From an optimization exercise on the open Yosys and OpenROAD flow, aimed at small area, a short achievable clock period and few clock cycles per item; shortcuts taken in it are not production practice. Where RTL was checked, it was by simulation tests only, not by an equivalence proof against the original. Only the layout flow was run in run 2; the RTL was not checked for function there.

==> flow/design.v, too long to show whole: its modules and the start of the top module <==
// module hilo_md_unit: 896 lines
module hilo_md_unit #(
    parameter int DATA_W    = 32,
    parameter int DIV_CNT_W = 6
) (
    input  logic              cpu_clk_50M,
    input  logic              cpu_rst_n,
    input  logic              flush_i,
    input  logic              op_valid_i,
    output logic              op_ready_o,
    input  logic [2:0]        op_i,
    input  logic              sign_i,
    input  logic [DATA_W-1:0] src_a_i,
    input  logic [DATA_W-1:0] src_b_i,
    output logic [DATA_W-1:0] hi_o,
    output logic [DATA_W-1:0] lo_o,
    output logic              done_o
);
  // ...
==> flow/flow/run.sh <==
#!/bin/bash
set -euo pipefail
export SETUP_SLACK_MARGIN=6.0
export BUFFER_PORTS_ARGS="-buffer_cell sky130_fd_sc_hd__buf_4"
bash standard.sh finish > standard.log 2>&1
==> flow/standard.sh <==
#!/bin/bash
# synth_recipe.tcl (not shown) runs the flow's synth.tcl, then flattens the netlist and writes it again
# the make line also repeats each setting of config.mk as NAME=value (left out here)
make -C /OpenROAD-flow-scripts/flow DESIGN_CONFIG=/design/flow/config.mk WORK_HOME=/design/flow/orfs CLKGATE_MAP_FILE= SYNTH_SCRIPT=/design/flow/synth_recipe.tcl "${@:-finish}"
==> flow/config.mk <==
export PLATFORM = sky130hd
export DESIGN_NAME = hilo_md_unit
export DESIGN_NICKNAME = hilo_md_unit
export VERILOG_FILES = /design/flow/design.v
export SDC_FILE = /design/flow/constraint.sdc
export NUM_CORES = 4
export LEC_CHECK = 0
export ABC_AREA = 1
export CAP_MARGIN = 20
export CORE_MARGIN = 2
export CORE_UTILIZATION = 40
export SLEW_MARGIN = 20
==> flow/constraint.sdc <==
create_clock -name core_clock -period 14.0 [get_ports {cpu_clk_50M}]
set_input_delay 2.8000 -clock core_clock [delete_from_list [all_inputs] [get_ports {cpu_clk_50M}]]
set_output_delay 2.8000 -clock core_clock [all_outputs]
set_load 0.01 [all_outputs]
==> impl_metrics.toml, run 1 <==
[cells_and_area]
nFillCells = 11520
clock_cell_area_share = 0.02276
final_cells = 7534
largest_class = "multi-input combinational cells"
multi_input_area_share = 0.7348
multi_input_area_um2 = 39340

[detailed_routing]
top_layer = "met5"
dr.first_iter.drc_count = 6424
vias_per_cell = 6.239
wl_met3_mm = 29.39
vias = 47010
finalWirelength_mm = 214.7

[logic_synthesis]
synth_area_leader_cell = "fa_1"
synth_most_common_cell = "nand2_1"
muxShareOfSynthArea = 0.0006336
synthTopCellsByArea = "fa_1, xor2_1, nand2_1"
synth_top_cell_area_share = 0.2826

[setup_path]
rrSetupSlack_ns = 6.41
cp.depth = 30
crit_path_start_kind = "primary input"

[floorplan]
num_rows = 126
boundaryPins = 138
dieHeight_um = 348.2

[sta]
maxSlewViolCount = 0
worst_slew_pin_slew_ns = 0.9574

[run_status]
status = "no timing/DRC/antenna violations"

[cts]
clockBufferDepth = 3
holdBufCountCts = 0
cts.htree.levels = 2

[min_path]
hold_end = "quo_q[32]"

[global_route]
grt_max_degree = 74

[placement]
gp_routability_congestion = 0.9899
Testbench counts, summed over its fixed seeds: cycles 15,359, ops 12,000.
==> inputs of run 2 (changes only) <==
--- a/flow/design.v
+++ b/flow/design.v
@@ -778,18 +778,22 @@
     logic [c_w2:0]     w_dvd_sh;
     assign w_a_neg  = sign_i & src_a_i[DATA_W-1];
     assign w_b_neg  = sign_i & src_b_i[DATA_W-1];
     assign w_a_ones = src_a_i ^ {DATA_W{w_a_neg}};
     assign w_b_ones = src_b_i ^ {DATA_W{w_b_neg}};
     assign w_a_mag  = w_a_ones + DATA_W'(w_a_neg);
     assign w_b_mag  = w_b_ones + DATA_W'(w_b_neg);
     assign w_b_zero = (src_b_i == '0);
-    assign w_m      = 7'd31 + {1'b0, lzc32(w_a_ones)} - {1'b0, lzc32(w_b_ones)}
-                      - 7'(w_a_neg & low_mask(w_a_ones)) + 7'(w_b_neg & low_mask(w_b_ones));
+    logic [5:0]        w_a_lz, w_b_lz;
+    assign w_a_lz   = (w_a_neg & low_mask(w_a_ones)) ? lzc32({w_a_ones[DATA_W-2:0], 1'b1})
+                                                      : lzc32(w_a_ones);
+    assign w_b_lz   = (w_b_neg & low_mask(w_b_ones)) ? lzc32({w_b_ones[DATA_W-2:0], 1'b1})
+                                                      : lzc32(w_b_ones);
+    assign w_m      = 7'(bk_add({58'b0, w_a_lz}, {59'b0, ~w_b_lz[4:0]}, 1'b0));
     assign w_div_quick = w_m[5];
     always_comb begin : skip3
         logic [c_w2:0] t;
         case (w_m[4:0])
             5'd0, 5'd1:            w_j = 4'd0;
             5'd2, 5'd3, 5'd4:      w_j = 4'd1;
             5'd5, 5'd6, 5'd7:      w_j = 4'd2;
             5'd8, 5'd9, 5'd10:     w_j = 4'd3;
==> flow/flow/run.sh (replaced) <==
#!/bin/bash
set -euo pipefail
export SETUP_SLACK_MARGIN=6.5
export BUFFER_PORTS_ARGS="-buffer_cell sky130_fd_sc_hd__buf_4"
bash standard.sh finish > standard.log 2>&1
==> run 2 against run 1 <==
Against the previous run: still clean; utilization is 5.1 points higher; setup slack gained 0.32 ns; clock skew shrank 0.014 ns; first-iteration DRC count grew 0.20%; register-to-register slack gained 0.26 ns; critical path type unchanged.
==> impl_metrics.toml, run 2 <==
[run_status]
status = "no timing/DRC/antenna violations"

[logic_synthesis]
synth_area_leader_cell = "fa_1"
synthCells = 6059
synth_edf_count = 34
synth_most_common_cell = "nand2_1"
yosysWarningCount = 2
synth_area_per_cell_um2 = 7.874
synthTopCellsByCount = "nand2_1, xor2_1, fa_1, inv_1, o22ai_1"
synth_cell_type_count = 59
synthTopCellsByArea = "fa_1, xor2_1, nand2_1"
ys_ff_latch = 233
yosys_most_used_dff = "dfrtp_1"
syn-cell-area_um2 = 47710
synth_top_cell_area_share = 0.2811
async_reset_ff_frac = 0.5579
syn-num-nets = 7012
ys_seq_area_frac = 0.1185

[sta]
period_share = 0.5408
slew_headroom = 0.2803
fin_crit_ns = 7.571
maxSlewViolCount = 0
fmax_mhz = 132.1
hold_violations = 0
rsz0062_at_grt = "yes"
tns_ns = 0
finalSetupViolCount = 0
worst_slew_pin_slew_ns = 1.080
clock_skew_ns = 0.04618

[setup_path]
crit_path_start_kind = "primary input"
crit_buf_inv = 12
path_class = "primary input to flip-flop"
rrSetupSlack_ns = 6.67
r2r_start = "dvs_q[0]"
cp_slowest_cell = "fa_2"
crit_arrival_ns = 8.12
critPathMaxFanout = 7
critical_path.max_stage_delay_ns = 0.53
cp-endpoint = "hl_s_q[37]"
worstReg2RegEnd = "hl_s_q[40]"
cp.required_ns = 14.55
r2r_cells = 44
worstSetupStartpoint = "op_i[2]"
crit_path_end_kind = "flip-flop"
cp_top_family = "adder cells"
cp.depth = 27

[cells_and_area]
area_growth_pct = 25.29
drive_gt1_frac = 0.2154
final_common_cell = "nand2_1"
final_cell_mix = "nand2_1, xor2_1, fa_1"
nFillCells = 11110
fin_util = 0.5056
nNetsFinal = 7264
biggestRegsByFlops = "hl_c_q x64, hl_s_q x64, quo_q x33"
final_cells = 7873

[cts]
cts_buffers = 31
clk_latency_ns = 0.66
clockBufferDepth = 3
clkSlewWorstSetupHoldPaths_ns = 0.07
cts.sinks = 233
cts.htree.levels = 1
tritoncts = "yes"
cts_root_buffer = "clkbuf_16"

[detailed_routing]
vias = 49040
wl_per_cell_um = 29.27
antenna_left = 0
vias_per_cell = 6.229
drc_errors = 0
finalWirelength_mm = 230.4
dr.first_iter.drc_count = 6437
dr.pass1.iters = 9

[floorplan]
chipWidth_um = 349.4
initial_core_util = 0.4035
dieHeight_um = 349.4
boundaryPins = 138
num_rows = 126
die_area_um2 = 122100
design.core.area_um2 = 118200

[placement]
hpwl_mm = 149.6
portBuffers = 137
gp_routability_congestion = 0.9966
dp.cells = 7460

[global_route]
grt_pass1_vias = 47660
grt-ovfl-total = 0
grt_pass1_wl_mm = 322.4
track_usage = 0.3564
busiest_layer = "met2"
grt_max_degree = 61
antenna_found_initial = 6
grt.met2_usage = 0.5334
met3_usage = 0.09536
use_met1 = 0.4714

[flow_run]
drv_cap = 0

[min_path]
worstHoldPathType = "flip-flop to flip-flop"
## run 2: cell count changes after synthesis, sizes merged, moves of 12 or more
cell    previous run  this run
buf               54       104
o211ai            37        50
nand2           1116      1050
clkbuf           361       292
nor3              48        36
nand3            263       246
inv              608       663
nor2             393       440
nor4              12        30
o21ai            352       380
## run 2: tightest hold or removal path, cell delays in order, from the launching register on
cell     delay [ns]
dfxtp_1        0.32
inv_1          0.07
o22ai_1        0.07
## run 2: per-layer routing
layer | vias up | share of wire
li1 | 20420 | -
met1 | 24030 | 0.37
met2 | 3686 | 0.42
met3 | 894 | 0.13
met4 | 12 | 0.073
met5 | - | 0.00090
## run 2: logic make-up (layout without fill, tap and decap cells)
| family | count (synthesis) | count (layout) | synth area share |
|---|---|---|---|
| compound gates | 1242 | 1242 | 0.1564 |
| xor+xnor | 745 | 745 | 0.1391 |
| fa+ha+maj | 881 | 881 | 0.3365 |
| buf+inv | 1091 | 1361 | 0.08890 |
| flops | 233 | 233 | 0.1185 |
| mux | 4 | 4 | 0.0008654 |
| other cells | 0 | 1 | 0 |
| simple gates | 1863 | 1870 | 0.1598 |
## run 2: repair_timing
action	4_1_cts	5_1_grt
buffers inserted	94	205
setup endpoints to repair	227	198
hold buffers	0	0
pin swaps	49	143
gates cloned	30	25
gates resized for setup	428	582
## run 2: stage by stage
stage	worst slack [ns]	hold slack, ns	instance area, um^2
3_5_place_dp	3.337	0.5040	50790
3_3_place_gp	3.211	0.4906	50790
4_1_cts	6.404	0.5145	55160
2_1_floorplan	6.156	0.4334	48670
5_1_grt	6.339	0.5389	59770
6_report	6.429	0.5143	59780
## run 2: final cells by class
type | instances | area (um^2) | share of cell area
repair buffers | 606 | 6708 | 0.1122
flip-flops and latches | 233 | 5655 | 0.09461
clock buffers | 42 | 954.7 | 0.01597
clock inverters | 16 | 116.4 | 0.001947
diodes | 1 | 2.502 | 0.00004186
multi-input cells | 4742 | 41650 | 0.6967
well taps | 1536 | 1922 | 0.03215
repair inverters | 2 | 23.77 | 0.0003977
inverters | 695 | 2746 | 0.04594
## run 2: worst min-delay path by stage
stage / startpoint / cells past startpoint / to
2_1_floorplan: quo_q[29] / 2 / quo_q[32]
3_3_place_gp: hl_c_q[63] / 2 / hl_c_q[63]
3_5_place_dp: hl_s_q[41] / 2 / hl_s_q[41]
4_1_cts: quo_q[6] / 2 / quo_q[9]
5_1_grt: quo_q[6] / 2 / quo_q[9]
6_report: quo_q[6] / 2 / quo_q[9]

re-timing with driven ports:
Ports are ideal in the flow. The routed layouts listed here were re-timed in OpenROAD. Step 1 assumes that a clkbuf_16 drives the clock port and a buf_2 every other input. Step 2, shift: input delay + t, output delay - t, t = (earliest + latest rising clock arrival at the registers) / 2. This alone moves slack from input paths to output paths. a / b / c = no drivers / after step 1 / after step 2; a / b = the first two.
run	t (ns)	setup WS [ns]	clock arrival spread, ns	worst data-port slew with drivers (ns)
run 1	0.682	6.107 / 6.054 / 5.371	0.061 / 0.061	0.13
run 2	0.709	6.429 / 6.434 / 5.725	0.046 / 0.046	0.09
After both steps every run listed still meets setup and hold. The setup slack of run 1, which loses most, moves by -0.053 ns with the drivers and by -0.736 ns with both steps.
